Source: an optimization exercise on an open RTL-to-GDS flow (aim: small area). Production flows keep margins and buffers that such runs may drop.
Only simulation tests tie the RTL to the original design; equivalence was not proved.
No activity file was given, so power comes from the tool's default toggle rates.

==> design/flow/design.v <==
`timescale 1ns/1ps
`default_nettype none
package commit_trace_pkg;
   localparam int DATA_W = 32;                   
   localparam int REG_AW = 5;                    
   localparam int PC_W   = 30;                   
   localparam int SEQ_W  = 16;                   
   typedef struct packed
   {
      logic              valid;                  
      logic              rd_we;                  
      logic [REG_AW-1:0] rd_addr;                
      logic [DATA_W-1:0] dout;                   
      logic [PC_W-1:0]   pc;                     
   } wb_slot_t;
   typedef struct packed
   {
      logic [SEQ_W-1:0]  seq;                    
      logic [PC_W-1:0]   pc;                     
      logic [REG_AW-1:0] rd_addr;                
      logic [DATA_W-1:0] dout;                   
   } trace_rec_t;
endpackage
`default_nettype wire
`timescale 1ns/1ps
`default_nettype none
module ct_bit
(
   input  logic s1, w1,                          
   input  logic s2, w2,                          
   input  logic we,                              
   input  logic q,                               
   output logic d
);
   assign d = ~((we | q) & ~((s1 & w1) | (s2 & w2)));
endmodule
module ct_ao8
(
   input  logic [7:0] s,
   input  logic [7:0] d,
   output logic       y
);
   assign y = |(s & d);
endmodule
module ct_ao6
(
   input  logic [5:0] s,
   input  logic [5:0] d,
   output logic       y
);
   assign y = |(s & d);
endmodule
module ct_xor2
(
   input  logic a, b,
   output logic y
);
   assign y = a ^ b;
endmodule
module ct_rd31
(
   input  logic [30:0] s,                        
   input  logic [30:0] d,
   input  logic        p,
   output logic        y
);
   logic [3:0] g;
   for (genvar k = 0; k < 3; k++)
   begin : grp
      ct_ao8 u_g (.s(s[8*k +: 8]), .d(d[8*k +: 8]), .y(g[k]));
   end
   ct_ao6 u_g3 (.s(s[29:24]), .d(d[29:24]), .y(g[3]));
   assign y = ((|g) | (s[30] & d[30])) ^ p;
endmodule
module ct_rd8
(
   input  logic [7:0] s,
   input  logic [7:0] d,
   input  logic       p,
   output logic       y
);
   logic o;
   ct_ao8  u_o (.s(s), .d(d), .y(o));
   ct_xor2 u_x (.a(o), .b(p), .y(y));
endmodule
`default_nettype wire
`timescale 1ns/1ps
`default_nettype none
import commit_trace_pkg::*;
module ct_sel
#(
   parameter int PW = 67
)
(
   input  logic              q1,                 
   input  logic              q2,                 
   input  logic [REG_AW-1:0] a1,                 
   input  logic [REG_AW-1:0] a2,                 
   input  logic [2:0]        wr_ptr,             
   input  logic [2:0]        rd_ptr,             
   input  logic [31:1]       vld,                
   input  logic [REG_AW-1:0] rf_raddr,
   input  logic              pol,                
   input  logic [PW-1:0]     p1,                 
   input  logic [PW-1:0]     p2,                 
   output logic [PW-1:0]     p1x,                
   output logic [PW-1:0]     p2x,
   output logic [31:1]       rf_s1,              
   output logic [31:1]       rf_s2,              
   output logic [31:1]       rf_we,              
   output logic [7:0]        fb_s1,              
   output logic [7:0]        fb_s2,              
   output logic [7:0]        fb_we,              
   output logic [7:0]        fb_rd,              
   output logic [31:1]       rf_rd               
);
   assign p1x = p1 ^ {PW{~pol}};
   assign p2x = p2 ^ {PW{~pol}};
   logic [2:0] wr_ptr_b;
   assign wr_ptr_b = wr_ptr + 3'(q1);            
   always_comb
   begin
      for (int i = 1; i < 32; i++)
      begin
         logic w1, w2;
         w1 = q1 & (a1 == 5'(i));
         w2 = q2 & (a2 == 5'(i));
         rf_s2[i] = w2;                          
         rf_s1[i] = w1 & ~w2;
         rf_we[i] = w1 | w2;
         rf_rd[i] = vld[i] & (rf_raddr == 5'(i));
      end
      for (int j = 0; j < 8; j++)
      begin
         fb_s1[j] = q1 & (wr_ptr == 3'(j));
         fb_s2[j] = q2 & (wr_ptr_b == 3'(j));
         fb_we[j] = fb_s1[j] | fb_s2[j];
         fb_rd[j] = (rd_ptr == 3'(j));
      end
   end
endmodule
`default_nettype wire
`timescale 1ns/1ps
`default_nettype none
import commit_trace_pkg::*;
module commit_trace_top
(
   input  logic              clk,
   input  logic              rst_n,
   input  logic [68:0]       wb_slot_1,          
   input  logic [68:0]       wb_slot_2,          
   output logic              wb_stall,
   output logic              trace_valid,
   output logic [82:0]       trace_rec,          
   input  logic              credit_return,
   input  logic [REG_AW-1:0] rf_raddr,
   output logic [DATA_W-1:0] rf_rdata
);
   localparam int PW = PC_W + REG_AW + DATA_W;   
   commit_trace_pkg::wb_slot_t s1;
   commit_trace_pkg::wb_slot_t s2;
   assign s1 = wb_slot_1;
   assign s2 = wb_slot_2;
   logic [3:0]       count;                      
   logic [2:0]       credits;                    
   logic [2:0]       rd_ptr;
   logic [2:0]       wr_ptr;
   logic [SEQ_W-1:0] head_seq;                   
   logic             pol;                        
   logic             take, pop, q1, q2;
   assign wb_stall    = (count >= 4'd7);
   assign take        = ~wb_stall;
   assign trace_valid = (count != 4'd0) & (credits != 3'd0);
   assign pop         = trace_valid;
   assign q1          = take & s1.valid & s1.rd_we;
   assign q2          = take & s2.valid & s2.rd_we;
   always_ff @(posedge clk or negedge rst_n)
   begin
      if (!rst_n)
      begin
         count    <= '0;
         credits  <= 3'd4;
         rd_ptr   <= '0;
         wr_ptr   <= '0;
         head_seq <= '0;
         pol      <= 1'b0;
      end
      else
      begin
         count    <= count + 4'(q1) + 4'(q2) - 4'(pop);
         credits  <= credits - 3'(pop) + 3'(credit_return);
         rd_ptr   <= rd_ptr + 3'(pop);
         wr_ptr   <= wr_ptr + 3'(q1) + 3'(q2);
         head_seq <= head_seq + SEQ_W'(pop);
         pol      <= ~pol;
      end
   end
   logic [31:1]   vld;                           
   logic [31:1]   rf_s1, rf_s2, rf_we, rf_rd;
   logic [7:0]    fb_s1, fb_s2, fb_we, fb_rd;
   logic [PW-1:0] p1x, p2x;
   ct_sel #(.PW(PW)) u_sel
   (
      .q1(q1), .q2(q2), .a1(s1.rd_addr), .a2(s2.rd_addr),
      .wr_ptr(wr_ptr), .rd_ptr(rd_ptr), .vld(vld), .rf_raddr(rf_raddr),
      .pol(pol), .p1({s1.pc, s1.rd_addr, s1.dout}), .p2({s2.pc, s2.rd_addr, s2.dout}),
      .p1x(p1x), .p2x(p2x),
      .rf_s1(rf_s1), .rf_s2(rf_s2), .rf_we(rf_we),
      .fb_s1(fb_s1), .fb_s2(fb_s2), .fb_we(fb_we), .fb_rd(fb_rd), .rf_rd(rf_rd)
   );
   logic [PW-1:0] mem [8];
   logic [PW-1:0] fb_d [8];
   for (genvar j = 0; j < 8; j++)
   begin : fb_bit
      for (genvar b = 0; b < PW; b++)
      begin : b_
         ct_bit u_bit (.s1(fb_s1[j]), .w1(p1x[b]), .s2(fb_s2[j]), .w2(p2x[b]), .we(fb_we[j]),
                       .q(mem[j][b]), .d(fb_d[j][b]));
      end
   end
   always_ff @(posedge clk)
   begin
      for (int j = 0; j < 8; j++)
         mem[j] <= fb_d[j];
   end
   for (genvar b = 0; b < PW; b++)
   begin : rd_fb
      logic [7:0] col;
      for (genvar j = 0; j < 8; j++)
      begin : e
         assign col[j] = mem[j][b];
      end
      ct_rd8 u_rd (.s(fb_rd), .d(col), .p(pol), .y(trace_rec[b]));
   end
   assign trace_rec[82:PW] = head_seq;
   logic [DATA_W-1:0] regs [1:31];
   always_ff @(posedge clk or negedge rst_n)
   begin
      if (!rst_n)
         vld <= '0;
      else
         vld <= vld | rf_s1 | rf_s2;
   end
   logic [DATA_W-1:0] rf_d [1:31];
   for (genvar i = 1; i < 32; i++)
   begin : rf_bit
      for (genvar b = 0; b < DATA_W; b++)
      begin : b_
         ct_bit u_bit (.s1(rf_s1[i]), .w1(p1x[b]), .s2(rf_s2[i]), .w2(p2x[b]), .we(rf_we[i]),
                       .q(regs[i][b]), .d(rf_d[i][b]));
      end
   end
   always_ff @(posedge clk)
   begin
      for (int i = 1; i < 32; i++)
         regs[i] <= rf_d[i];
   end
   logic rd_pol;
   assign rd_pol = pol & (|rf_rd);
   for (genvar b = 0; b < DATA_W; b++)
   begin : rd_rf
      logic [30:0] col;
      for (genvar i = 1; i < 32; i++)
      begin : r
         assign col[i-1] = regs[i][b];
      end
      ct_rd31 u_rd (.s(rf_rd), .d(col), .p(rd_pol), .y(rf_rdata[b]));
   end
endmodule
`default_nettype wire
==> design/flow/flow/run.sh <==
#!/bin/bash
# The standard layout, with plain buffers on the ports instead of the delay
# cells the port buffering would otherwise pick.
set -e
cp standard.sh standard.sh.txt
export BUFFER_PORTS_ARGS="-buffer_cell sky130_fd_sc_hd__buf_1"
bash standard.sh > standard.log 2>&1
==> design/flow/standard.sh <==
#!/bin/bash
# synth_recipe.tcl (not shown) runs the flow's synth.tcl, then flattens the netlist and writes it again
# the make line also repeats each setting of config.mk as NAME=value (left out here)
make -C /OpenROAD-flow-scripts/flow DESIGN_CONFIG=/design/flow/config.mk WORK_HOME=/design/flow/orfs CLKGATE_MAP_FILE= SYNTH_SCRIPT=/design/flow/synth_recipe.tcl "${@:-finish}"
==> design/flow/config.mk <==
export PLATFORM = sky130hd
export DESIGN_NAME = commit_trace_top
export DESIGN_NICKNAME = commit_trace_top
export VERILOG_FILES = /design/flow/design.v
export SDC_FILE = /design/flow/constraint.sdc
export NUM_CORES = 4
export LEC_CHECK = 0
export CAP_MARGIN = 20
export CORE_MARGIN = 2
export CORE_UTILIZATION = 40
export CTS_BUF_LIST = sky130_fd_sc_hd__clkbuf_16
export CTS_CLUSTER_DIAMETER = 80
export CTS_CLUSTER_SIZE = 20
export SETUP_SLACK_MARGIN = 0.3
export SLEW_MARGIN = 20
export SYNTH_HIERARCHICAL = 1
export SYNTH_MINIMUM_KEEP_SIZE = 0
==> design/flow/constraint.sdc <==
create_clock -name core_clock -period 7.0 [get_ports {clk}]
set_input_delay 1.4000 -clock core_clock [delete_from_list [all_inputs] [get_ports {clk}]]
set_output_delay 1.4000 -clock core_clock [all_outputs]
set_load 0.01 [all_outputs]
==> impl_results.md, run 1 <==
- Status: complete, no violations
- Final wirelength: 315000 um
- Post-synth top flop: dfxtp_1
- Slew Limit Fails: 0
- Clock Path Buffers: 3
- Number of global-route vias before repair: a little over 60000
- Mean area per synthesized cell: around 10 um2
- PortBufs: roughly 260
- Post-DRT Antenna Nets: 0
- CP peak stage delay: 0.71 ns
- Cts bufs inserted: 100
- Pwr dens: roughly 420 mW/mm2
- Hold Path Class: reg -> reg
- Slowest stage cell on the critical path: or4_1
- Worst Skew: 0.0438 ns
- Non-filler cells, final: 9012
- Most used cell, CP: buf_1
- Hold Slack: 0.442 ns
- Drt pass-1 iters: 10
- Synth Instances: 6288
- Residual DRC: 0
- Worst-Skew Late Latency: 0.77 ns
- Chip width: 401 um
- Post-Syn Nets: 6452
- Setup violators final: 0
- Global-route wire length before repair: approximately 450000 um
- Post-CTS setup repair buffer count: 0
- Crit start category: primary input
- Largest area contributor in the synthesized netlist: dfxtp_1
- Routability congestion estimate: 1.04
- Routed WL per cell: 34.9 um
- Clock Sinks: 1589
- EDFF count, synth: 0
- Post-Syn Area: 0.0631 mm2
- Final #Nets: 7041
- Number of max-cap violations: 0
- Register area share after synthesis: 0.509
- Initial antenna violation count: 37
- Largest net degree at the start of global routing: a little over 80
- Row cnt: ~150
- Post-synth top area share: 0.484
- Critical Path RT: 5.60 ns
- Initial DRC count: 11249
- All-layer global routing usage: 0.371
- Least-Margin Pin Slew: roughly 1.3 ns
- Peak VDD IR: 312 uV
- Share of cells above drive strength 1: 0.0946
- H-tree levels: 3
- Fin. Hold Viols: 0
- DIE AREA: 0.161 mm2
- Period utilization: 0.888
- Warnings, synthesis: 14
- Family with the most delay on the worst path: simple AND/OR/NAND/NOR gates
- Largest cells by area after synthesis: dfxtp_1 48%, a22oi_1 27%, o21ai_1 12%
- Critical Path End Type: primary output
- Die height: 401 um
- Setup TNS: 0 ns
- RSZ-0062 raised after global routing: false
- Rel. slew slack: 0.147
- Fmax: 0.161 GHz
- Static leakage: 23.6 nW
- Placed cell count: roughly 9000
- CTS tree: built
- Post-CTS Resized: 0
- Post-synthesis register bit count: approximately 1600
- Post-synth cell types: 46
- Synth-to-layout area growth: 16.8%
- Post-layout util: 0.471
- Vias: 66126
- I/O Pins: 263
- Root Driver: clkbuf_16
- Starting Density: 0.403
- CTS clock-pin slew for the worst setup and hold paths: 0.08 ns
- Gr ovfl total: 0
- Crit path buffers/inverters: 3
- Arrival @ worst endpoint: ~4.8 ns
- FFs w/ async S/R, synth: 0.0384
- Core box area: 0.157 mm2
- DP HPWL: 182000 um
- Fin crit period: 6.21 ns
- # hold bufs at CTS: 0
- Vias per inst: approximately 7.3
- Critical Path, Cell by Cell: buf_1 > and3b_1 > and3_1 > buf_4 > a22oi_1 > nand4_1 > or4_1 > a21oi_2 > xnor2_1 > buf_1
- Critical path type: in -> out
- Worst-path maximum fanout: 12
worst paths after layout:
check	from	end	slack, ns	cells after the start
hold reg to reg	mem[6][51]$_DFF_P_	mem[6][51]$_DFF_P_	0.44	1
min in group asynchronous	rst_n	count[2]$_DFF_PN0_	0.85	2
max in group asynchronous	rst_n	pol$_DFF_PN0_	5.37	2
setup reg to reg	count[3]$_DFF_PN0_	mem[4][21]$_DFF_P_	2.40	12
hold / removal	mem[6][51]$_DFF_P_	mem[6][51]$_DFF_P_	0.44	1
setup / recovery	rf_raddr[4]	rf_rdata[12]	0.79	10
cell usage after synthesis (2+ instances only):
master        n
a22oi_1    2276
dfxtp_1    1528
o21ai_1    1528
xnor2_1     177
nand4_1     170
xor2_1       78
dfrtp_1      60
nor2_1       58
nand3_1      41
o22ai_1      37
and3_1       34
a21oi_2      32
or4_1        32
a211oi_1     31
or3_1        31
clkbuf_1     30
buf_2        20
inv_1        20
ha_1         14
nand2_1      10
nand2b_1      7
nor4_1        7
nand4b_1      6
nand4bb_1     6
nor2b_1       6
nor3_1        6
nor3b_1       6
and3b_1       4
fa_1          4
and2_1        3
and4b_1       3
and4bb_2      3
a31oi_1       2
and4_1        2
nand3b_1      2
o32ai_1       2
or2_2         2
or4b_1        2
worst register-to-register path: stages (launching register included):
cell and delay, ns:
dfrtp_1 0.35, inv_1 0.06, ha_1 0.19, a31oi_1 0.30, nand3_1 0.30, inv_1 0.52
ha_1 0.25, ha_1 0.26, or3b_1 0.56, nor2_4 0.93, buf_4 0.53, a22oi_1 0.15
o21ai_1 0.13
flip-flops by register name (all words and copies together) (netlist names):
signal and cells:
pol 1, vld 31, count 4, head_seq 16
mem 536, wr_ptr 3, regs 992, rd_ptr 3
credits 3
kinds of logic after synthesis:
kind of cell             Yosys count  share of synthesized area
buffers and inverters             71                    0.00474
XOR/XNOR                         255                     0.0354
adder cells (fa/ha/maj)           18                    0.00404
AND/OR/NAND/NOR                  445                     0.0430
AO/OA/AOI/OAI                   3910                      0.404
flip-flops                      1589                      0.509
placed cells by master (no fill, tap or decap), drive strengths merged, types with 31 or more instances in the layout:
| master | Yosys | layout |
|---|---|---|
| o22ai | 37 | 37 |
| dfrtp | 60 | 60 |
| and3 | 34 | 34 |
| xor2 | 78 | 78 |
| or4 | 32 | 32 |
| o21ai | 1528 | 1528 |
| a21oi | 33 | 33 |
| buf | 21 | 537 |
| or3 | 31 | 31 |
| nand3 | 41 | 41 |
| a211oi | 31 | 31 |
| xnor2 | 177 | 177 |
| nand4 | 170 | 170 |
| clkbuf | 30 | 102 |
| a22oi | 2276 | 2276 |
| dfxtp | 1528 | 1528 |
| nor2 | 58 | 58 |
| inv | 20 | 45 |
final cells by class:
cell class	count	area, um2
repair buffers	538	3230
multi-input cells	4628	32400
well taps	2058	2570
flip-flops and latches	1589	32100
diodes	22	55.1
fillers	14729	82800
inverters	20	75.1
clock buffers	101	2530
clock inverters	56	712
Yosys stat by module, one instance, submodules excluded, excerpt:
module / cell area, um2 / cells inside
ct_rd31: 25.0 / 3
ct_xor2: 8.76 / 1
ct_ao6: 27.5 / 4
ct_ao8: 36.3 / 5
ct_bit: 12.5 / 2
commit_trace_top: 33000 / 1718
through the flow:
step	total power [W]	setup slack [ns]	cell area (um2)
3_5_place_dp	0.0239	0.881	70400
3_3_place_gp	0.0238	0.931	70400
4_1_cts	0.0304	0.877	73600
6_report	0.0309	0.787	73700
2_1_floorplan	0.0202	0.302	63100
5_1_grt	0.0320	0.822	73700
report_power, final:
part	internal (W)	switching (W)	total, W
logic	0.00310	0.00496	0.00806
registers	0.0134	0.00289	0.0163
clock network	0.00308	0.00348	0.00656
total	0.0195	0.0113	0.0309
per-layer routing:
layer  wire length (um)  vias up  global-route usage
li1                   -    27147                   -
met1             120000    32299               0.488
met2             126000     5543               0.512
met3              46500     1095               0.136
met4              21700       42               0.225
met5                275        -                   0
==> run 2: changes to the inputs <==
==> design/flow/run.sh (new file) <==
#!/bin/bash
# synth_recipe.tcl (not shown) runs the flow's synth.tcl, then flattens the netlist and writes it again
# the make line also repeats each setting of config.mk as NAME=value (left out here)
make -C /OpenROAD-flow-scripts/flow DESIGN_CONFIG=/design/flow/config.mk WORK_HOME=/design/flow/orfs CLKGATE_MAP_FILE= SYNTH_SCRIPT=/design/flow/synth_recipe.tcl finish
removed: design/flow/flow/run.sh
removed: design/flow/standard.sh
==> run 2 against run 1 <==
  * Power grew 0.22%
  * Wire length is 2.8% lower
  * Clock skew increased by 0.0071 ns
  * Clock power is 7.2% lower
  * Largest power group unchanged
  * Still clean on timing, DRC and antenna
  * First-iteration DRC count decreased by 13%
  * Worst setup slack got worse by 0.52 ns
  * Critical endpoint is now rf_rdata[27]
  * Final area increased by 1.8%
  * Maximum frequency shrank 7.7%
==> impl_results.md, run 2 <==
- Slowest stage cell on the critical path: or4_1
- Family with the most delay on the worst path: simple AND/OR/NAND/NOR gates
- Crit start category: primary input
- Non-filler cells, final: 8978 (-0.38%)
- DP HPWL: 169000 um (-7.3%)
- Critical path type: in -> out
- Setup violators final: 0 (unchanged)
- Vias: 64893 (-1.9%)
- RSZ-0062 raised after global routing: false
- Crit path buffers/inverters: 3 (unchanged)
- Largest Register: regs
- CTS clock-pin slew for the worst setup and hold paths: 0.08 ns (about the same)
- Worst-path maximum fanout: 32 (+20)
- Clock Path Buffers: 3 (unchanged)
- Fin area: 0.0751 mm2 (+1.8%)
- Synth-to-layout area growth: 18.9%
- PnR worst setup slack: 0.270 ns (-0.516 ns)
- Rel. slew slack: 0.127 (-0.0191)
- Post-synthesis register bit count: 1589 (unchanged)
- CP peak stage delay: 0.65 ns (-0.06 ns)
- Post-Synth Adder-Cell Area: 0.00404 (unchanged)
- Largest net degree at the start of global routing: 108 (+32%)
- Arrival @ worst endpoint: 5.33 ns (+0.52 ns)
- All-layer global routing usage: 0.362 (-0.00861)
- Number of global-route vias before repair: 62974 (+1.3%)
- Met2 usage: 0.523 (+0.0104)
- # hold bufs at CTS: 0 (unchanged)
- Fmax: 0.149 GHz (-7.7%)
- DIE AREA: 0.161 mm2 (unchanged)
- Most used cell, CP: clkdlybuf4s50_1
- Cts bufs inserted: 99 (-1.0%)
- Commonest non-fill, non-tap cells in the layout: 2276 x a22oi_1, 1528 x o21ai_1, 1528 x dfxtp_1, 261 x clkdlybuf4s50_1, 238 x buf_4
- Hold Path Class: reg -> reg
- Commonest non-fill, non-tap cell in the layout: a22oi_1
- Final #Nets: 7026 (-0.21%)
- Count leader, synth: a22oi_1
- Largest cells by area after synthesis: dfxtp_1 48%, a22oi_1 27%, o21ai_1 12%
- Peak VDD IR: 305 uV (-2.1%)
- I/O Pins: 263 (unchanged)
- GR Util met3: 0.117 (-0.0196)
- Status: complete, no violations
- EDFF count, synth: 0 (unchanged)
- Post-synth cell types: 46 (unchanged)
- Drt pass-1 iters: 10 (unchanged)
- Placed cell count: 8818 (-0.14%)
- Warnings, synthesis: 14 (unchanged)
- Synth Area in XOR/XNOR: 0.0354 (unchanged)
- Setup TNS: 0 ns (unchanged)
- Max FFs per register: 992 (unchanged)
- Vias per inst: 7.23 (-1.5%)
- Placement Cell Area: 0.0721 mm2 (+2.5%)
- Post-synth top cells: 2276 x a22oi_1, 1528 x dfxtp_1, 1528 x o21ai_1
- Critical Path End Type: primary output
- Register area share after synthesis: 0.509 (unchanged)
- Critical Path, Cell by Cell: clkdlybuf4s50_1 > and3b_1 > and3_1 > buf_4 > a22oi_1 > nand4_1 > or4_1 > a21oi_2 > xnor2_1 > clkdlybuf4s50_1
- Initial antenna violation count: 18 (-51%)
- Least-Margin Pin Slew: 1.31 ns (+0.0255 ns)
- Post-DRT Antenna Nets: 0 (unchanged)
- Worst Skew: 0.0509 ns (+0.00715 ns)
- Placement Setup Slack: 0.571 ns (-0.310 ns)
- Share of cells above drive strength 1: 0.0921 (-0.00258)
- Gr ovfl total: 0 (unchanged)
- Largest area contributor in the synthesized netlist: dfxtp_1
- Biggest regs: regs: 992 flops, mem: 536 flops, vld: 31 flops
- CTS tree: built
- Die height: 401 um (unchanged)
- Post-CTS Resized: 0 (unchanged)
- Final wirelength: 306000 um (-2.8%)
- FFs w/ async S/R, synth: 0.0384 (unchanged)
- Mux share of post-synthesis cell area: 0 (unchanged)
- Fin. Hold Viols: 0 (unchanged)
- Slew Limit Fails: 0 (unchanged)
- Most Crowded Layer GR: met2
- Critical Path RT: 5.60 ns (about the same)
- Residual DRC: 0 (unchanged)
- Core box area: 0.157 mm2 (unchanged)
- Worst-Skew Late Latency: 0.78 ns (about the same)
- Post-synth top flop: dfxtp_1
- Post-synth top area share: 0.484 (unchanged)
- Initial DRC count: 9834 (-13%)
- Global-route wire length before repair: 441000 um (-2.0%)
- Number of max-cap violations: 0 (unchanged)
- Fin crit period: 6.73 ns (+0.516 ns)
- Synth Instances: 6288 (unchanged)
- Period utilization: 0.961 (+0.0738)
- Combinational family with the most area after synthesis: compound AO/OA/AOI/OAI gates
- Pwr dens: 412 mW/mm2 (-1.6%)
- Post-CTS setup repair buffer count: 0 (unchanged)
- Routability congestion estimate: 0.991 (-4.4%)
- H-tree levels: 3 (unchanged)
- Clock Sinks: 1589 (unchanged)
- Synth Area in Compound Gates: 0.404 (unchanged)
- Post-Syn Area: 0.0631 mm2 (unchanged)
- Post-Syn Nets: 6452 (unchanged)
- Routed WL per cell: 34.1 um (-2.4%)
- Row cnt: 145 (unchanged)
- Met1 usage: 0.467 (-0.0204)
- PortBufs: 262 (unchanged)
- Chip width: 401 um (unchanged)
- Starting Density: 0.403 (unchanged)
- Root Driver: clkbuf_16
- Post-Synth Simple-Gate Area: 0.0430 (unchanged)
- Static leakage: 24.1 nW (+2.3%)
- Mean area per synthesized cell: 10.0 um2 (unchanged)
==> run 2: final timing paths <==
| path | from | end | slack (ns) | cells after the start |
|---|---|---|---|---|
| worst max register to register | count[2]$_DFF_PN0_ | regs[10][3]$_DFF_P_ | 2.61 | 8 |
| max in group asynchronous | rst_n | pol$_DFF_PN0_ | 5.54 | 1 |
| worst min-delay path | regs[26][0]$_DFF_P_ | regs[26][0]$_DFF_P_ | 0.44 | 1 |
| worst max-delay path | rf_raddr[3] | rf_rdata[27] | 0.27 | 10 |
| min in group asynchronous | rst_n | count[1]$_DFF_PN0_ | 0.76 | 1 |
| worst min register to register | regs[26][0]$_DFF_P_ | regs[26][0]$_DFF_P_ | 0.44 | 1 |
==> run 2: metrics by stage <==
step,utilization,hold WS [ns],total power [W]
after floorplan,-,0.416,0.0202
after global placement,0.459,0.423,0.0243
after detailed placement,0.461,0.429,0.0246
after CTS,0.479,0.442,0.0306
after global routing,0.480,0.449,0.0322
final,0.480,0.442,0.0309
==> run 2: report_power, final <==
part           internal [W]  total, W  switching, W
combinational       0.00396   0.00897       0.00501
clock               0.00268   0.00609       0.00340
sequential           0.0134    0.0159       0.00252
total                0.0200    0.0309        0.0109
==> run 2: final cells by class <==
type                            count  area, um2
Antenna cell                       11       27.5
Clock buffer                      102       2550
Clock inverter                     46        373
Fill cell                       14535      81500
Inverter                           20       75.1
Multi-Input combinational cell   4628      32400
Sequential cell                  1589      32100
Tap cell                         2058       2570
Timing Repair Buffer              524       4960
==> run 2: cell families after synthesis <==
| group | count (synthesis) |
|---|---|
| fa+ha+maj | 18 |
| flops | 1589 |
| buf+inv | 71 |
| xor+xnor | 255 |
| simple gates | 445 |
| compound gates | 3910 |
==> run 2: per-layer routing <==
layer  up-vias  part of all wire
li1      27093                 -
met1     31908              0.38
met2      4946              0.42
met3       932              0.13
met4        14             0.067
met5         -           0.00029
==> run 2: per-module statistics from Yosys (local to each module, per instance), a selection <==
module / copies in the design / cells inside / flops+latches
ct_ao6: 32 / 4 / 0
ct_bit: 1528 / 2 / 0
commit_trace_top: 1 / 1718 / 1589
ct_rd31: 32 / 3 / 0
ct_ao8: 163 / 5 / 0
ct_xor2: 67 / 1 / 0
==> run 3: changes to the inputs <==
--- a/design/flow/config.mk
+++ b/design/flow/config.mk
@@ -8,8 +8,9 @@
 export CAP_MARGIN = 20
 export CORE_MARGIN = 2
-export CORE_UTILIZATION = 40
-export CTS_BUF_LIST = sky130_fd_sc_hd__clkbuf_16
-export CTS_CLUSTER_DIAMETER = 80
-export CTS_CLUSTER_SIZE = 20
+export CORE_UTILIZATION = 55
+export CTS_BUF_LIST = sky130_fd_sc_hd__clkbuf_8
+export CTS_CLUSTER_DIAMETER = 60
+export CTS_CLUSTER_SIZE = 14
+export PLACE_DENSITY = 0.75
 export SETUP_SLACK_MARGIN = 0.3
 export SLEW_MARGIN = 20
==> run 3 against run 2 <==
  * Maximum frequency shrank 0.49%
  * Still clean
  * Clock skew hardly changed
  * Synthesized area unchanged
  * Largest power group unchanged
  * Highest routed layer unchanged
  * First-iteration DRC count up 33%
==> impl_results.md, run 3 <==
- Post-DRT Antenna Nets: 0 (unchanged)
- Critical path type: in -> out
- H-tree levels: 4 (+1)
- Crit start category: primary input
- Worst-Skew Late Latency: 0.93 ns (+0.15 ns)
- Slew Limit Fails: 0 (unchanged)
- Vias: 66567 (+2.6%)
- Arrival @ worst endpoint: 5.36 ns (+0.03 ns)
- Number of global-route vias before repair: 63351 (+0.60%)
- FFs w/ async S/R, synth: 0.0384 (unchanged)
- Setup TNS: 0 ns (unchanged)
- Commonest non-fill, non-tap cells in the layout: 2276 x a22oi_1, 1528 x o21ai_1, 1528 x dfxtp_1, 261 x clkdlybuf4s50_1, 234 x buf_4
- DP HPWL: 156000 um (-8.0%)
- Post-synth top area share: 0.484 (unchanged)
- Routability congestion estimate: 1.00 (+0.95%)
- Root Driver: clkbuf_8
- Cts bufs inserted: 138 (+39%)
- Max FFs per register: 992 (unchanged)
- Synth-to-layout area growth: 16.6%
- Row cnt: 124 (-14%)
- Peak VDD IR: 399 uV (+31%)
- Largest Register: regs
- Post-synth top cells: 2276 x a22oi_1, 1528 x dfxtp_1, 1528 x o21ai_1
- Setup violators final: 0 (unchanged)
- FF-to-FF End: mem[5][9]$_DFF_P_
- Global-route wire length before repair: 411000 um (-6.7%)
- Worst Skew: 0.0510 ns (+0.0000353 ns)
- FF-to-FF path depth: 12 (+4)
- Non-filler cells, final: 8470 (-5.7%)
- Die height: 343 um (-15%)
- DIE AREA: 0.118 mm2 (-27%)
- Critical Path End Type: primary output
- Fin. Hold Viols: 0 (unchanged)
- Final #Nets: 7059 (+0.47%)
- Drt pass-1 iters: 9 (-1)
- Gr ovfl total: 0 (unchanged)
- Status: complete, no violations
- Chip width: 343 um (-15%)
- Routed WL per cell: 33.4 um (-1.9%)
- Vias per inst: 7.86 (+8.7%)
- # hold bufs at CTS: 0 (unchanged)
- Largest net degree at the start of global routing: 83 (-23%)
- Fin crit period: 6.76 ns (+0.0333 ns)
- Placed cell count: 8264 (-6.3%)
- Residual DRC: 0 (unchanged)
- Register area share after synthesis: 0.509 (unchanged)
- Pwr dens: 407 mW/mm2 (-1.1%)
- Critical Path RT: 5.60 ns (about the same)
- Post-synthesis register bit count: 1589 (unchanged)
- Biggest regs: regs: 992 flops, mem: 536 flops, vld: 31 flops
- Number of max-cap violations: 0 (unchanged)
- FF-to-FF Start: count[3]$_DFF_PN0_
- All-layer global routing usage: 0.460 (+0.0981)
- Total power: 0.0300 W (-3.1%)
- I/O Pins: 263 (unchanged)
- Final wirelength: 283000 um (-7.5%)
- Static leakage: 23.9 nW (-1.1%)
- CTS tree: built
- RSZ-0062 raised after global routing: false
- Fmax: 0.148 GHz (-0.49%)
- Share of cells above drive strength 1: 0.0958 (+0.00377)
- Fin area: 0.0736 mm2 (-2.0%)
- Post-Syn Nets: 6452 (unchanged)
- Commonest non-fill, non-tap cell in the layout: a22oi_1
- Core box area: 0.114 mm2 (-27%)
- PortBufs: 262 (unchanged)
- PnR worst setup slack: 0.237 ns (-0.0333 ns)
- EDFF count, synth: 0 (unchanged)
- Flop2flop setup slack: 2.70 ns (+0.09 ns)
- Mean area per synthesized cell: 10.0 um2 (unchanged)
- Hold Path Class: reg -> reg
- Worst-path maximum fanout: 12 (-63%)
- Warnings, synthesis: 14 (unchanged)
- Critical Path Sink: rf_rdata[10]
- Initial DRC count: 13041 (+33%)
- Count leader, synth: a22oi_1
- Period utilization: 0.966 (+0.00476)
- Least-Margin Pin Slew: 1.26 ns (-0.0489 ns)
- Starting Density: 0.554 (+0.150)
- CTS clock-pin slew for the worst setup and hold paths: 0.08 ns (about the same)
- Initial antenna violation count: 27 (+9)
- Placement Setup Slack: 0.457 ns (-0.114 ns)
- Post-synth top flop: dfxtp_1
- Post-synth cell types: 46 (unchanged)
- Synth Instances: 6288 (unchanged)
- Clock Sinks: 1589 (unchanged)
- Rel. slew slack: 0.162 (+0.0346)
- CP startpoint: rf_raddr[4]
- Largest cells by area after synthesis: dfxtp_1 48%, a22oi_1 27%, o21ai_1 12%
- Clock Path Buffers: 3 (unchanged)
- Placement Cell Area: 0.0712 mm2 (-1.3%)
- Largest area contributor in the synthesized netlist: dfxtp_1
- Post-Syn Area: 0.0631 mm2 (unchanged)
## run 3: cell counts after synthesis
No cell type changed its count.
## run 3: report_power, final
| part | internal [W] | switching (W) |
|---|---|---|
| clock | 0.00200 | 0.00320 |
| combinational | 0.00393 | 0.00499 |
| sequential | 0.0134 | 0.00251 |
## run 3: layer usage
| metal | vias to the layer above | GRT usage | share of wire |
|---|---|---|---|
| met1 | 31688 | 0.577 | 0.35 |
| met3 | 1338 | 0.199 | 0.18 |
| li1 | 27126 | - | - |
| met2 | 6395 | 0.641 | 0.40 |
| met5 | - | 0 | 0.0012 |
| met4 | 20 | 0.300 | 0.075 |
## run 3: final cells by class
class | count | area, um2
fillers | 9389 | 40400
multi-input cells | 4628 | 32300
flip-flops and latches | 1589 | 32100
repair buffers | 518 | 4850
clock buffers | 146 | 2010
well taps | 1512 | 1890
clock inverters | 39 | 294
inverters | 20 | 75.1
diodes | 18 | 45.0
## run 3: repair_timing
item / CTS / global route
buffers inserted: 0 / 0
endpoints found under the setup margin: 0 / 13
gates resized for setup: 0 / 1
## run 3: cells by family after synthesis
group	count (synthesis)	share of synthesized area
adders and majority gates	18	0.00404
AOI/OAI and AO/OA	3910	0.404
xor gates and xnor gates	255	0.0354
buffers and inverters	71	0.00474
DFF	1589	0.509
and+or+nand+nor	445	0.0430
## run 3: worst min-delay path by stage
stage	to	slack (ns)	startpoint	depth (start not counted)
after global placement	mem[2][32]$_DFF_P_	0.43	mem[2][32]$_DFF_P_	1
after global routing	regs[27][18]$_DFF_P_	0.45	regs[27][18]$_DFF_P_	1
after detailed placement	regs[9][17]$_DFF_P_	0.43	regs[9][17]$_DFF_P_	1
after floorplan	mem[0][0]$_DFF_P_	0.42	mem[0][0]$_DFF_P_	1
final	mem[4][48]$_DFF_P_	0.44	mem[4][48]$_DFF_P_	1
after CTS	mem[5][38]$_DFF_P_	0.44	mem[5][38]$_DFF_P_	1
## run 3: metrics by stage
stage / util / hold WS (ns)
final: 0.645 / 0.439
after global routing: 0.645 / 0.450
after CTS: 0.644 / 0.443
after detailed placement: 0.624 / 0.430
after global placement: 0.623 / 0.427
after floorplan: - / 0.416
## run 3: worst max-delay path, cell delays in order
cell and delay [ns]:
clkdlybuf4s50_1 0.62, and3b_1 0.26, and3_1 0.49, buf_4 0.35, a22oi_1 0.20, nand4_1 0.50, or4_1 0.73, a21oi_2 0.14
xnor2_1 0.12, clkdlybuf4s50_1 0.55
## run 3: per-module statistics from Yosys (local to each module, per instance), excerpt
| module | cells inside | times used |
|---|---|---|
| commit_trace_top | 1718 | 1 |
| ct_ao6 | 4 | 32 |
| ct_rd31 | 3 | 32 |
| ct_xor2 | 1 | 67 |
| ct_bit | 2 | 1528 |
| ct_ao8 | 5 | 163 |
==> run 4: changes to the inputs <==
==> design/flow/flow/run.sh (new file) <==
#!/bin/bash
# The standard layout, with two changes: plain buffers on the ports instead of
# the delay cells the port buffering would otherwise pick, and a clock tree
# built without dummy balancing loads.
set -e
cp standard.sh standard.sh.txt
export BUFFER_PORTS_ARGS="-buffer_cell sky130_fd_sc_hd__buf_1"
export CTS_ARGS="-sink_clustering_enable -repair_clock_nets -sink_clustering_size 14 -sink_clustering_max_diameter 60 -buf_list sky130_fd_sc_hd__clkbuf_8 -dont_use_dummy_load"
bash standard.sh > standard.log 2>&1
==> design/flow/standard.sh (new file) <==
#!/bin/bash
# synth_recipe.tcl (not shown) runs the flow's synth.tcl, then flattens the netlist and writes it again
# the make line also repeats each setting of config.mk as NAME=value (left out here)
make -C /OpenROAD-flow-scripts/flow DESIGN_CONFIG=/design/flow/config.mk WORK_HOME=/design/flow/orfs CLKGATE_MAP_FILE= SYNTH_SCRIPT=/design/flow/synth_recipe.tcl "${@:-finish}"
--- a/design/flow/config.mk
+++ b/design/flow/config.mk
@@ -8,9 +8,8 @@
 export CAP_MARGIN = 20
 export CORE_MARGIN = 2
-export CORE_UTILIZATION = 55
+export CORE_UTILIZATION = 40
 export CTS_BUF_LIST = sky130_fd_sc_hd__clkbuf_8
 export CTS_CLUSTER_DIAMETER = 60
 export CTS_CLUSTER_SIZE = 14
-export PLACE_DENSITY = 0.75
 export SETUP_SLACK_MARGIN = 0.3
 export SLEW_MARGIN = 20
removed: design/flow/run.sh
==> run 4 against run 3 <==
  * First-iteration DRC count fell by 14%
  * Maximum frequency rose by 8.8%
  * Die area rose by 37%
  * Critical path depth did not move
  * Largest power group unchanged
  * Via count fell by 0.11%
==> impl_results.md, run 4 <==
- Status: complete, no violations
- Fin area: 0.0725 mm2 (-1.5%)
- Number of global-route vias before repair: 62191 (-1.8%)
- Drt pass-1 iters: 9 (unchanged)
- Max FFs per register: 992 (unchanged)
- Initial antenna violation count: 40 (+48%)
- Fmax: 0.161 GHz (+8.8%)
- Worst Skew: 0.102 ns (+0.0514 ns)
- CTS clock-pin slew for the worst setup and hold paths: 0.07 ns (about the same)
- Global-route wire length before repair: 450000 um (+9.3%)
- Switching pwr: 0.0110 W (+2.9%)
- Post-synth top cells: 2276 x a22oi_1, 1528 x dfxtp_1, 1528 x o21ai_1
- Hold Path Class: reg -> reg
- # hold bufs at CTS: 0 (unchanged)
- Rel. slew slack: 0.102 (-0.0603)
- DIE AREA: 0.161 mm2 (+37%)
- FFs w/ async S/R, synth: 0.0384 (unchanged)
- Combinational fraction of design power: 0.275 (-0.022)
- Critical Path RT: 5.60 ns (about the same)
- Post-layout util: 0.463 (-0.182)
- Final #Nets: 7086 (+0.38%)
- Min-delay src: mem[6][30]$_DFF_P_
- FF-to-FF Start: count[3]$_DFF_PN0_
- Post-DRT Antenna Nets: 0 (unchanged)
- Commonest non-fill, non-tap cells in the layout: 2276 x a22oi_1, 1528 x o21ai_1, 1528 x dfxtp_1, 262 x buf_4, 261 x buf_1
- CP startpoint: rf_raddr[4]
- Largest net degree at the start of global routing: 82 (-1.2%)
- Post-synthesis register bit count: 1589 (unchanged)
- I/O Pins: 263 (unchanged)
- Worst-path maximum fanout: 12 (unchanged)
- Post-CTS Resized: 0 (unchanged)
- Crit start category: primary input
- Post-Syn Area: 0.0631 mm2 (unchanged)
- Internal: 0.0183 W (-5.1%)
- Post-Syn Nets: 6452 (unchanged)
- Reg power frac: 0.554 (+0.025)
- Period utilization: 0.888 (-0.0782)
- Initial DRC count: 11167 (-14%)
- Register area share after synthesis: 0.509 (unchanged)
- Peak VDD IR: 314 uV (-21%)
- EDFF count, synth: 0 (unchanged)
- PortBufs: 262 (unchanged)
- Area of the multi-input gates: 0.0324 mm2 (+0.42%)
- Vias per inst: 7.39 (-6.0%)
- Routed WL per cell: 35.0 um (+4.7%)
- Worst-Skew Late Latency: 0.91 ns (-0.02 ns)
- Routability congestion estimate: 1.04 (+3.6%)
- Largest area contributor in the synthesized netlist: dfxtp_1
- Vias: 66492 (-0.11%)
- Post-synth cell types: 46 (unchanged)
- Hold Slack: 0.441 ns (+0.00156 ns)
- H-tree levels: 4 (unchanged)
- Least-Margin Pin Slew: 1.35 ns (+0.0904 ns)
- Fin crit period: 6.22 ns (-0.547 ns)
- Fin. Hold Viols: 0 (unchanged)
- Core box area: 0.157 mm2 (+37%)
- Synth Instances: 6288 (unchanged)
- Cts bufs inserted: 145 (+5.1%)
- Clock group share of total power: 0.171 (-0.002)
- Residual DRC: 0 (unchanged)
- Slew Limit Fails: 0 (unchanged)
- Post-synth top area share: 0.484 (unchanged)
- Critical Path End Type: primary output
- Warnings, synthesis: 14 (unchanged)
- Largest Register: regs
- Pwr dens: 404 mW/mm2 (-0.76%)
- Post-synth top flop: dfxtp_1
- Register area: 0.0321 mm2 (unchanged)
- Clock Path Buffers: 3 (unchanged)
- Chip width: 401 um (+17%)
- Total power: 0.0293 W (-2.2%)
- RSZ-0062 raised after global routing: false
- Root Driver: clkbuf_8
- Critical path type: in -> out
- Commonest non-fill, non-tap cell in the layout: a22oi_1
- Arrival @ worst endpoint: 4.82 ns (-0.54 ns)
- Share of cells above drive strength 1: 0.0957 (-0.000157)
- Largest cells by area after synthesis: dfxtp_1 48%, a22oi_1 27%, o21ai_1 12%
- Row cnt: 145 (+17%)
- Synth-to-layout area growth: 14.8%
- Static leakage: 23.0 nW (-3.5%)
- Count leader, synth: a22oi_1
- Starting Density: 0.403 (-0.150)
- Final wirelength: 315000 um (+11%)
- CTS tree: built
- Post-CTS setup repair buffer count: 0 (unchanged)
- All-layer global routing usage: 0.372 (-0.0885)
- Switching Share: 0.376 (+0.0187)
- Die height: 401 um (+17%)
- Number of max-cap violations: 0 (unchanged)
- Biggest regs: regs: 992 flops, mem: 536 flops, vld: 31 flops
- Gr ovfl total: 0 (unchanged)
- Setup violators final: 0 (unchanged)
- Fillers: 14898 (+59%)
- Placement Cell Area: 0.0704 mm2 (-1.1%)
- Mean area per synthesized cell: 10.0 um2 (unchanged)
- Clock Sinks: 1589 (unchanged)
- DP HPWL: 182000 um (+17%)
- Setup TNS: 0 ns (unchanged)
## run 4: cell type report
cell class	instances	share of cell area
antenna	24	0.000828
tap	2058	0.0355
inverter	20	0.00104
timing repair buffer	538	0.0446
sequential	1589	0.443
clock buffer	145	0.0275
multi-input combinational	4628	0.447
## run 4: Yosys stat by module (local to each module, per instance), a selection
module	copies in the design	flops+latches
ct_ao6	32	0
ct_rd31	32	0
commit_trace_top	1	1589
ct_xor2	67	0
ct_bit	1528	0
ct_ao8	163	0
## run 4: power groups by stage
stage          Sequential, W  Clock (W)  Combinational, W
2_1_floorplan         0.0152          0           0.00501
3_3_place_gp          0.0162          0           0.00760
3_5_place_dp          0.0161          0           0.00783
4_1_cts               0.0160    0.00502           0.00784
5_1_grt               0.0165    0.00533           0.00856
6_report              0.0162    0.00501           0.00806
## run 4: critical path, stage by stage
cell and delay [ns]:
buf_1 0.33, and3b_1 0.29, and3_1 0.53, buf_4 0.36
a22oi_1 0.17, nand4_1 0.44, or4_1 0.70, a21oi_2 0.21
xnor2_1 0.17, buf_1 0.19
## run 4: per-layer routing
| layer | up-vias | part of all wire | GRT usage |
|---|---|---|---|
| met5 | - | 0.0012 | 0 |
| met4 | 40 | 0.066 | 0.228 |
| met3 | 1108 | 0.15 | 0.139 |
| met2 | 5694 | 0.40 | 0.513 |
| met1 | 32480 | 0.38 | 0.488 |
| li1 | 27170 | - | - |
## run 4: through the flow
| step | setup WS [ns] | cells |
|---|---|---|
| finish | 0.784 | 9002 |
| floorplan | 0.302 | 6288 |
| global placement | 0.931 | 8829 |
| detailed placement | 0.881 | 8830 |
| CTS | 0.877 | 8975 |
| global route | 0.826 | 8991 |
## run 4: kinds of logic after synthesis
| family | count (synthesis) | synth area share |
|---|---|---|
| compound gates | 3910 | 0.404 |
| flops | 1589 | 0.509 |
| simple gates | 445 | 0.0430 |
| xor+xnor | 255 | 0.0354 |
| buf+inv | 71 | 0.00474 |
| fa+ha+maj | 18 | 0.00404 |
## run 4: worst paths after layout
kind	end	slack, ns	depth (start not counted)
setup / recovery	rf_rdata[12]	0.78	10
hold / removal	mem[6][30]$_DFF_P_	0.44	1
setup reg to reg	regs[4][2]$_DFF_P_	2.43	10
hold reg to reg	mem[6][30]$_DFF_P_	0.44	1
max in group asynchronous	pol$_DFF_PN0_	5.51	2
min in group asynchronous	rd_ptr[0]$_DFF_PN0_	0.72	2
==> run 5: changes to the inputs <==
--- a/design/flow/config.mk
+++ b/design/flow/config.mk
@@ -8,8 +8,9 @@
 export CAP_MARGIN = 20
 export CORE_MARGIN = 2
-export CORE_UTILIZATION = 40
+export CORE_UTILIZATION = 55
 export CTS_BUF_LIST = sky130_fd_sc_hd__clkbuf_8
 export CTS_CLUSTER_DIAMETER = 60
 export CTS_CLUSTER_SIZE = 14
+export PLACE_DENSITY = 0.75
 export SETUP_SLACK_MARGIN = 0.3
 export SLEW_MARGIN = 20
==> run 5 against run 4 <==
  * Non-clock buffer count shrank 32
  * Clock power shrank 4%
  * Worst hold slack is essentially flat
  * Wire length shrank 9.7%
  * Sequential power is essentially flat
  * Final area shrank 1.7%
  * Synthesized cell count is the same
  * Critical endpoint is now rf_rdata[30]
  * Maximum frequency shrank 1.3%
  * Sequential share of layout area grew 0.76 points
  * Clock skew grew 0.0075 ns
==> impl_results.md, run 5 <==
- Status: complete, no violations
- Synth Area in XOR/XNOR: 0.0354 (unchanged)
- Commonest non-fill, non-tap cells in the layout: 2276 x a22oi_1, 1528 x o21ai_1, 1528 x dfxtp_1, 261 x buf_1, 239 x buf_4
- PortBufs: 262 (unchanged)
- CTS clock-pin slew for the worst setup and hold paths: 0.07 ns (about the same)
- Post-CTS setup repair buffer count: 0 (unchanged)
- Largest net degree at the start of global routing: 88 (+7.3%)
- Largest Register: regs
- Placed cell count: 8252 (-6.5%)
- Met2 usage: 0.644 (+0.132)
- Most Crowded Layer GR: met2
- Arrival @ worst endpoint: 4.90 ns (+0.08 ns)
- Placement Cell Area: 0.0692 mm2 (-1.6%)
- # hold bufs at CTS: 0 (unchanged)
- All-layer global routing usage: 0.463 (+0.0910)
- FF-to-FF Start: count[3]$_DFF_PN0_
- Static leakage: 22.8 nW (-1.0%)
- RSZ-0062 raised after global routing: false
- FFs w/ async S/R, synth: 0.0384 (unchanged)
- Largest cells by area after synthesis: dfxtp_1 48%, a22oi_1 27%, o21ai_1 12%
- Rel. slew slack: 0.149 (+0.0474)
- Starting Density: 0.554 (+0.150)
- Peak VDD IR: 410 uV (+30%)
- Share of cells above drive strength 1: 0.0901 (-0.00556)
- GR Util met3: 0.203 (+0.0640)
- Row cnt: 124 (-14%)
- Number of max-cap violations: 0 (unchanged)
- H-tree levels: 4 (unchanged)
- Hold Path Class: reg -> reg
- Die height: 343 um (-15%)
- Critical Path End Type: primary output
- Gr ovfl total: 0 (unchanged)
- FF-to-FF path depth: 12 (+2)
- Least-Margin Pin Slew: 1.28 ns (-0.0711 ns)
- Post-synth cell types: 46 (unchanged)
- Synth Instances: 6288 (unchanged)
- Non-filler cells, final: 8418 (-6.5%)
- Global-route wire length before repair: 414000 um (-8.0%)
- Routed WL per cell: 33.8 um (-3.4%)
- Setup violators final: 0 (unchanged)
- Post-synth top area share: 0.484 (unchanged)
- Mux share of post-synthesis cell area: 0 (unchanged)
- Worst Skew: 0.110 ns (+0.00750 ns)
- Post-CTS Resized: 0 (unchanged)
- Mean area per synthesized cell: 10.0 um2 (unchanged)
- Cts bufs inserted: 138 (-4.8%)
- DP HPWL: 154000 um (-16%)
- Critical path type: in -> out
- Hold Path End: regs[8][21]$_DFF_P_
- Fin crit period: 6.30 ns (+0.0818 ns)
- Residual DRC: 0 (unchanged)
- Post-layout util: 0.625 (+0.162)
- Max FFs per register: 992 (unchanged)
- Fin area: 0.0713 mm2 (-1.7%)
- Post-Syn Nets: 6452 (unchanged)
- Worst-path maximum fanout: 22 (+10)
- FF-to-FF End: mem[6][62]$_DFF_P_
- Chip width: 343 um (-15%)
- Routability congestion estimate: 1.01 (-2.9%)
- Worst-Skew Late Latency: 0.90 ns (about the same)
- Warnings, synthesis: 14 (unchanged)
- Min-delay src: regs[8][21]$_DFF_P_
- Total power: 0.0288 W (-1.8%)
- Period utilization: 0.900 (+0.0117)
- Commonest non-fill, non-tap cell in the layout: a22oi_1
- Post-DRT Antenna Nets: 0 (unchanged)
- Vias per inst: 7.93 (+7.3%)
- CTS tree: built
- Register area share after synthesis: 0.509 (unchanged)
- Post-Synth Simple-Gate Area: 0.0430 (unchanged)
- Post-Synth Adder-Cell Area: 0.00404 (unchanged)
- Vias: 66728 (+0.35%)
- Post-synth top cells: 2276 x a22oi_1, 1528 x dfxtp_1, 1528 x o21ai_1
- Final #Nets: 7047 (-0.55%)
- DIE AREA: 0.118 mm2 (-27%)
- Synth-to-layout area growth: 12.9%
- Setup TNS: 0 ns (unchanged)
- Number of global-route vias before repair: 63927 (+2.8%)
- Post-synth top flop: dfxtp_1
- Count leader, synth: a22oi_1
- Initial DRC count: 12784 (+14%)
- Post-synthesis register bit count: 1589 (unchanged)
- Root Driver: clkbuf_8
- Critical Path RT: 5.60 ns (about the same)
- Drt pass-1 iters: 13 (+4)
- Initial antenna violation count: 24 (-40%)
- Final wirelength: 285000 um (-9.7%)
- Biggest regs: regs: 992 flops, mem: 536 flops, vld: 31 flops
- EDFF count, synth: 0 (unchanged)
- Flop2flop setup slack: 2.62 ns (+0.19 ns)
- Fin. Hold Viols: 0 (unchanged)
- Largest area contributor in the synthesized netlist: dfxtp_1
- Fmax: 0.159 GHz (-1.3%)
- Post-Syn Area: 0.0631 mm2 (unchanged)
- Met1 usage: 0.568 (+0.0806)
- Synth Area in Compound Gates: 0.404 (unchanged)
- CP startpoint: rf_raddr[2]
- I/O Pins: 263 (unchanged)
- Crit start category: primary input
- Clock Path Buffers: 3 (unchanged)
- Slew Limit Fails: 0 (unchanged)
- Pwr dens: 404 mW/mm2 (-0.11%)
- Core box area: 0.114 mm2 (-27%)
- Clock Sinks: 1589 (unchanged)
- Hold depth: 1 (unchanged)
- Combinational family with the most area after synthesis: compound AO/OA/AOI/OAI gates
[run 5: cell count changes in the layout (fill, tap and decap cells not counted), sizes merged]
cell    previous run  this run
clkbuf           146       138
buf              537       506
diode             24        25
[run 5: metal layers]
layer	up-vias	wire length, um
met4	16	22900
met1	31735	98800
met2	6440	113000
li1	27045	-
met5	-	441
met3	1492	49400
[run 5: worst max path at each step]
stage / slack (ns) / endpoint / cells past startpoint
final: 0.70 / rf_rdata[30] / 11
after global routing: 0.66 / rf_rdata[30] / 11
after CTS: 0.92 / rf_rdata[30] / 11
after detailed placement: 0.93 / rf_rdata[30] / 11
after global placement: 1.02 / rf_rdata[30] / 11
after floorplan: 0.30 / rf_rdata[0] / 7
[run 5: modules after synthesis, one instance, submodules excluded, a selection]
module | cell area (um2) | flops+latches
ct_xor2 | 8.76 | 0
ct_ao6 | 27.5 | 0
ct_bit | 12.5 | 0
ct_rd31 | 25.0 | 0
ct_ao8 | 36.3 | 0
commit_trace_top | 33000 | 1589
[run 5: metrics by stage]
stage               setup slack (ns)  hold slack, ns
CTS                            0.925           0.442
finish                         0.703           0.441
global route                   0.658           0.452
floorplan                      0.302           0.416
detailed placement             0.933           0.430
global placement                1.02           0.426
[run 5: area by class of cell]
| class | instances | area (um2) |
|---|---|---|
| Fill cell | 9502 | 42700 |
| Multi-Input combinational cell | 4628 | 32300 |
| Tap cell | 1512 | 1890 |
| Clock buffer | 138 | 1900 |
| Inverter | 20 | 75.1 |
| Timing Repair Buffer | 506 | 2910 |
| Antenna cell | 25 | 62.6 |
| Sequential cell | 1589 | 32100 |
[run 5: worst max-delay path: stages]
cell,delay [ns]
buf_1,0.24
and3b_1,0.38
and3_1,0.58
buf_4,0.47
nor3_1,0.16
nand4_1,0.17
nor2_1,0.10
nor2_4,0.55
buf_4,0.43
xnor2_1,0.20
buf_1,0.18
[run 5: logic make-up after synthesis]
logic type / Yosys count
XOR/XNOR: 255
adder cells (fa/ha/maj): 18
flip-flops: 1589
buffers and inverters: 71
AO/OA/AOI/OAI: 3910
AND/OR/NAND/NOR: 445
[run 5: where the power goes]
part	internal (W)	leakage, nW	switching [W]
clock network	0.00177	0.992	0.00304
registers	0.0134	14.0	0.00264
logic	0.00308	7.76	0.00491
total	0.0182	22.8	0.0106
==> run 6: changes to the inputs <==
--- a/design/flow/design.v
+++ b/design/flow/design.v
@@ -165,5 +165,5 @@
    logic [2:0]       credits;                    
    logic [2:0]       rd_ptr;
-   logic [2:0]       wr_ptr;
+   logic [2:0]       wr_ptr;                     
    logic [SEQ_W-1:0] head_seq;                   
    logic             pol;                        
@@ -175,4 +175,5 @@
    assign q1          = take & s1.valid & s1.rd_we;
    assign q2          = take & s2.valid & s2.rd_we;
+   assign wr_ptr      = rd_ptr + count[2:0];     
    always_ff @(posedge clk or negedge rst_n)
    begin
@@ -182,5 +183,4 @@
          credits  <= 3'd4;
          rd_ptr   <= '0;
-         wr_ptr   <= '0;
          head_seq <= '0;
          pol      <= 1'b0;
@@ -191,5 +191,4 @@
          credits  <= credits - 3'(pop) + 3'(credit_return);
          rd_ptr   <= rd_ptr + 3'(pop);
-         wr_ptr   <= wr_ptr + 3'(q1) + 3'(q2);
          head_seq <= head_seq + SEQ_W'(pop);
          pol      <= ~pol;
==> design/flow/flow/run.sh (replaced) <==
#!/bin/bash
# The standard layout, with two changes: plain buffers on the ports instead of
# the delay cells the port buffering would otherwise pick, and a clock tree
# built without dummy balancing loads.
set -e
cp standard.sh standard.sh.txt
export BUFFER_PORTS_ARGS="-buffer_cell sky130_fd_sc_hd__buf_1"
export CTS_ARGS="-sink_clustering_enable -repair_clock_nets -sink_clustering_size 16 -sink_clustering_max_diameter 60 -buf_list sky130_fd_sc_hd__clkbuf_8 -dont_use_dummy_load"
bash standard.sh > standard.log 2>&1
--- a/design/flow/config.mk
+++ b/design/flow/config.mk
@@ -11,5 +11,5 @@
 export CTS_BUF_LIST = sky130_fd_sc_hd__clkbuf_8
 export CTS_CLUSTER_DIAMETER = 60
-export CTS_CLUSTER_SIZE = 14
+export CTS_CLUSTER_SIZE = 16
 export PLACE_DENSITY = 0.75
 export SETUP_SLACK_MARGIN = 0.3
==> run 6 against run 5 <==
  * Clock power decreased by 5.8%
  * Non-clock buffer count up 18
  * Maximum frequency increased by 0.62%
  * Still clean on timing, DRC and antenna
  * Final area decreased by 0.17%
  * Clock-buffer cell count is 17 lower
==> impl_results.md, run 6 <==
- Status: complete, no violations
- Setup TNS: 0 ns (unchanged)
- Initial antenna violation count: 21 (-13%)
- Clock Sinks: 1586 (-0.19%)
- CTS clock-pin slew for the worst setup and hold paths: 0.05 ns (-0.02 ns)
- FF-to-FF path depth: 11 (-1)
- Max FFs per register: 992 (unchanged)
- Warnings, synthesis: 14 (unchanged)
- Switching pwr: 0.0115 W (+8.4%)
- Share of cells above drive strength 1: 0.0909 (+0.000766)
- Setup violators final: 0 (unchanged)
- Worst path depth: 10 (-1)
- Worst-path maximum fanout: 15 (-32%)
- Number of max-cap violations: 0 (unchanged)
- Min-delay src: mem[2][14]$_DFF_P_
- Hold depth: 1 (unchanged)
- Routability congestion estimate: 1.00 (-0.54%)
- Pwr dens: 420 mW/mm2 (+3.9%)
- Total power: 0.0299 W (+3.7%)
- Biggest regs: regs: 992 flops, mem: 536 flops, vld: 31 flops
- Synth-to-layout area growth: 12.8% (about the same)
- H-tree levels: 3 (-1)
- Register area share after synthesis: 0.508 (-0.000796)
- Synth Instances: 6284 (-0.064%)
- Least-Margin Pin Slew: 1.29 ns (+0.0170 ns)
- Switching Share: 0.384 (+0.0164)
- Crit start category: primary input
- Cts bufs inserted: 121 (-12%)
- Period utilization: 0.894 (-0.00552)
- Largest net degree at the start of global routing: 103 (+17%)
- Gr ovfl total: 0 (unchanged)
- Critical Path, Cell by Cell: buf_1 > nor3b_1 > and3_1 > nor4_1 > nand4_1 > nor2_1 > nor2_4 > buf_4 > xnor2_1 > buf_1
- Fmax: 0.160 GHz (+0.62%)
- Fin. Hold Viols: 0 (unchanged)
- CP peak stage delay: 0.90 ns (+0.32 ns)
- All-layer global routing usage: 0.469 (+0.00674)
- Post-Syn Area: 0.0631 mm2 (about the same)
- Critical Path End Type: primary output
- Vias per inst: 8.03 (+1.3%)
- Post-synth top cells: 2276 x a22oi_1, 1528 x dfxtp_1, 1528 x o21ai_1
- Critical path type: in -> out
- Count leader, synth: a22oi_1
- Global-route wire length before repair: 419000 um (+1.4%)
- Fin crit period: 6.26 ns (-0.0386 ns)
- DIE AREA: 0.117 mm2 (about the same)
- PortBufs: 262 (unchanged)
- Final wirelength: 290000 um (+2.0%)
- Peak VDD IR: 338 uV (-18%)
- Core box area: 0.114 mm2 (unchanged)
- Reg power frac: 0.536 (-0.020)
- # hold bufs at CTS: 0 (unchanged)
- RSZ-0062 raised after global routing: false
- Hold Path Class: reg -> reg
- Post-Syn Nets: 6448 (-0.062%)
- FF-to-FF End: mem[4][16]$_DFF_P_
- Clock group share of total power: 0.152 (-0.015)
- Post-CTS setup repair buffer count: 0 (unchanged)
- Post-synth top flop: dfxtp_1
- Starting Density: 0.553 (about the same)
- Worst Skew: 0.0729 ns (-0.0370 ns)
- EDFF count, synth: 0 (unchanged)
- Residual DRC: 0 (unchanged)
- Drt pass-1 iters: 12 (-1)
- Commonest non-fill, non-tap cells in the layout: 2276 x a22oi_1, 1528 x o21ai_1, 1528 x dfxtp_1, 261 x buf_1, 254 x buf_4
- Largest area contributor in the synthesized netlist: dfxtp_1
- Routed WL per cell: 34.5 um (+2.2%)
- Slowest stage cell on the critical path: and3_1
- Flop2flop setup slack: 2.47 ns (-0.15 ns)
- Post-DRT Antenna Nets: 0 (unchanged)
- Final #Nets: 7044 (-0.043%)
- Initial DRC count: 14001 (+9.5%)
- Most used cell, CP: buf_1
- Arrival @ worst endpoint: 4.86 ns (-0.04 ns)
- Fillers: 9680 (+1.9%)
- Internal: 0.0184 W (+1.1%)
- Clock Path Buffers: 3 (unchanged)
- Row cnt: 124 (unchanged)
- Post-synth top area share: 0.485 (about the same)
- Critical Path RT: 5.60 ns (about the same)
- Die height: 343 um (about the same)
- Chip width: 343 um (about the same)
- Mean area per synthesized cell: 10.0 um2 (about the same)
- Family with the most delay on the worst path: simple AND/OR/NAND/NOR gates
- Combinational fraction of design power: 0.312 (+0.034)
- Slew Limit Fails: 0 (unchanged)
- I/O Pins: 263 (unchanged)
- Largest cells by area after synthesis: dfxtp_1 48%, a22oi_1 27%, o21ai_1 12%
- CTS tree: built
- Number of global-route vias before repair: 63440 (-0.76%)
- DP HPWL: 160000 um (+3.9%)
- Rel. slew slack: 0.138 (-0.0113)
- Hold Path End: mem[2][14]$_DFF_P_
- FFs w/ async S/R, synth: 0.0366 (-0.00182)
- Post-synthesis register bit count: 1586 (-0.19%)
- FF-to-FF Start: count[2]$_DFF_PN0_
- Vias: 67482 (+1.1%)
- Worst-Skew Late Latency: 0.91 ns (about the same)
- Root Driver: clkbuf_8
- Crit path buffers/inverters: 3 (-1)
- Largest Register: regs
- Post-CTS Resized: 0 (unchanged)
- Commonest non-fill, non-tap cell in the layout: a22oi_1
- Post-synth cell types: 50 (+8.7%)
- Static leakage: 22.8 nW (-0.19%)
run 6: cell count changes after synthesis, sizes merged, moves of 2 or more:
| cell | change |
|---|---|
| xor2 | -3 |
| xnor2 | +4 |
| nor2 | -2 |
| dfrtp | -3 |
run 6: power groups by stage:
stage               combinational, W  clock, W  sequential (W)
finish                       0.00932   0.00453          0.0160
global route                 0.00978   0.00477          0.0163
CTS                          0.00889   0.00446          0.0158
detailed placement           0.00889         0          0.0159
global placement             0.00858         0          0.0159
floorplan                    0.00575         0          0.0152
run 6: final cells by class:
class                      count  area (um2)  area share
multi-input combinational   4627       32400       0.455
sequential                  1586       32000       0.450
timing repair buffer         524        3080      0.0433
tap                         1512        1890      0.0266
clock buffer                 121        1670      0.0234
inverter                      20        75.1     0.00105
antenna                       13        32.5    0.000457
run 6: worst max path at each step:
stage                     start            to  slack (ns)
finish              rf_raddr[4]  rf_rdata[11]        0.74
floorplan           rf_raddr[4]   rf_rdata[0]        0.30
detailed placement  rf_raddr[4]  rf_rdata[11]        1.09
global route        rf_raddr[4]  rf_rdata[19]        0.79
CTS                 rf_raddr[4]  rf_rdata[11]        1.09
global placement    rf_raddr[4]   rf_rdata[4]        1.20
run 6: per-stage QoR:
step | util | hold WS [ns] | setup WS (ns) | instances | cell area, um2
after global routing | 0.624 | 0.449 | 0.795 | 8392 | 71100
after global placement | 0.608 | 0.426 | 1.20 | 8263 | 69300
after CTS | 0.623 | 0.441 | 1.09 | 8388 | 71100
after floorplan | - | 0.416 | 0.302 | 6284 | 63100
after detailed placement | 0.609 | 0.428 | 1.09 | 8267 | 69400
final | 0.624 | 0.441 | 0.741 | 8403 | 71200
run 6: Yosys stat by module, one instance, submodules excluded, a selection:
module | area, um2 | flops+latches | cells inside | copies in the design
commit_trace_top | 33000 | 1586 | 1714 | 1
ct_ao6 | 27.5 | 0 | 4 | 32
ct_ao8 | 36.3 | 0 | 5 | 163
ct_bit | 12.5 | 0 | 2 | 1528
ct_rd31 | 25.0 | 0 | 3 | 32
ct_xor2 | 8.76 | 0 | 1 | 67
run 6: worst register-to-register path, delay by kind of cell (launching register included):
family	cells	cell delay [ns]
AOI/OAI and AO/OA	3	0.74
adders and majority gates	3	0.68
buffers and inverters	2	1.28
DFF	1	0.40
and+or+nand+nor	3	1.33
run 6: cell families after synthesis:
family / after synthesis / share of synthesized area
fa+ha+maj: 18 / 0.00405
flops: 1586 / 0.508
simple gates: 443 / 0.0432
xor+xnor: 256 / 0.0357
compound gates: 3910 / 0.405
buf+inv: 71 / 0.00474
run 6: per-layer routing:
layer  global-route usage  share of wire
met4                0.300          0.076
met5              0.00601         0.0014
met1                0.596           0.35
met2                0.640           0.39
met3                0.213           0.18

==> re-timing with driven ports <==
Ports are ideal in the flow. The routed layouts listed here were re-timed in OpenROAD. Step 1, drivers: a clkbuf_16 drives clk and a buf_2 each remaining input, both assumed. Step 2, shift: input delay + t, output delay - t, t = (earliest + latest rising clock arrival at the registers) / 2. This alone moves slack from input paths to output paths. Three values: ideal ports, drivers, drivers and shift; two values: the first two.
| run | shift t [ns] | slack for setup (ns) | clock arrival spread, ns |
|---|---|---|---|
| run 1 | 0.842 | 0.787 / 0.702 / 0.702 | 0.066 / 0.066 |
| run 2 | 0.835 | 0.270 / 0.134 / 0.134 | 0.055 / 0.055 |
| run 3 | 0.965 | 0.237 / 0.067 / 0.067 | 0.064 / 0.063 |
| run 4 | 0.969 | 0.784 / 0.685 / 0.685 | 0.162 / 0.162 |
| run 5 | 0.924 | 0.703 / 0.583 / 0.583 | 0.117 / 0.117 |
| run 6 | 0.945 | 0.741 / 0.649 / 0.649 | 0.082 / 0.083 |
After both steps every run listed still meets setup and hold. For run 3, which loses most, drivers alone change the setup slack by -0.170 ns; drivers and shift together by -0.170 ns.
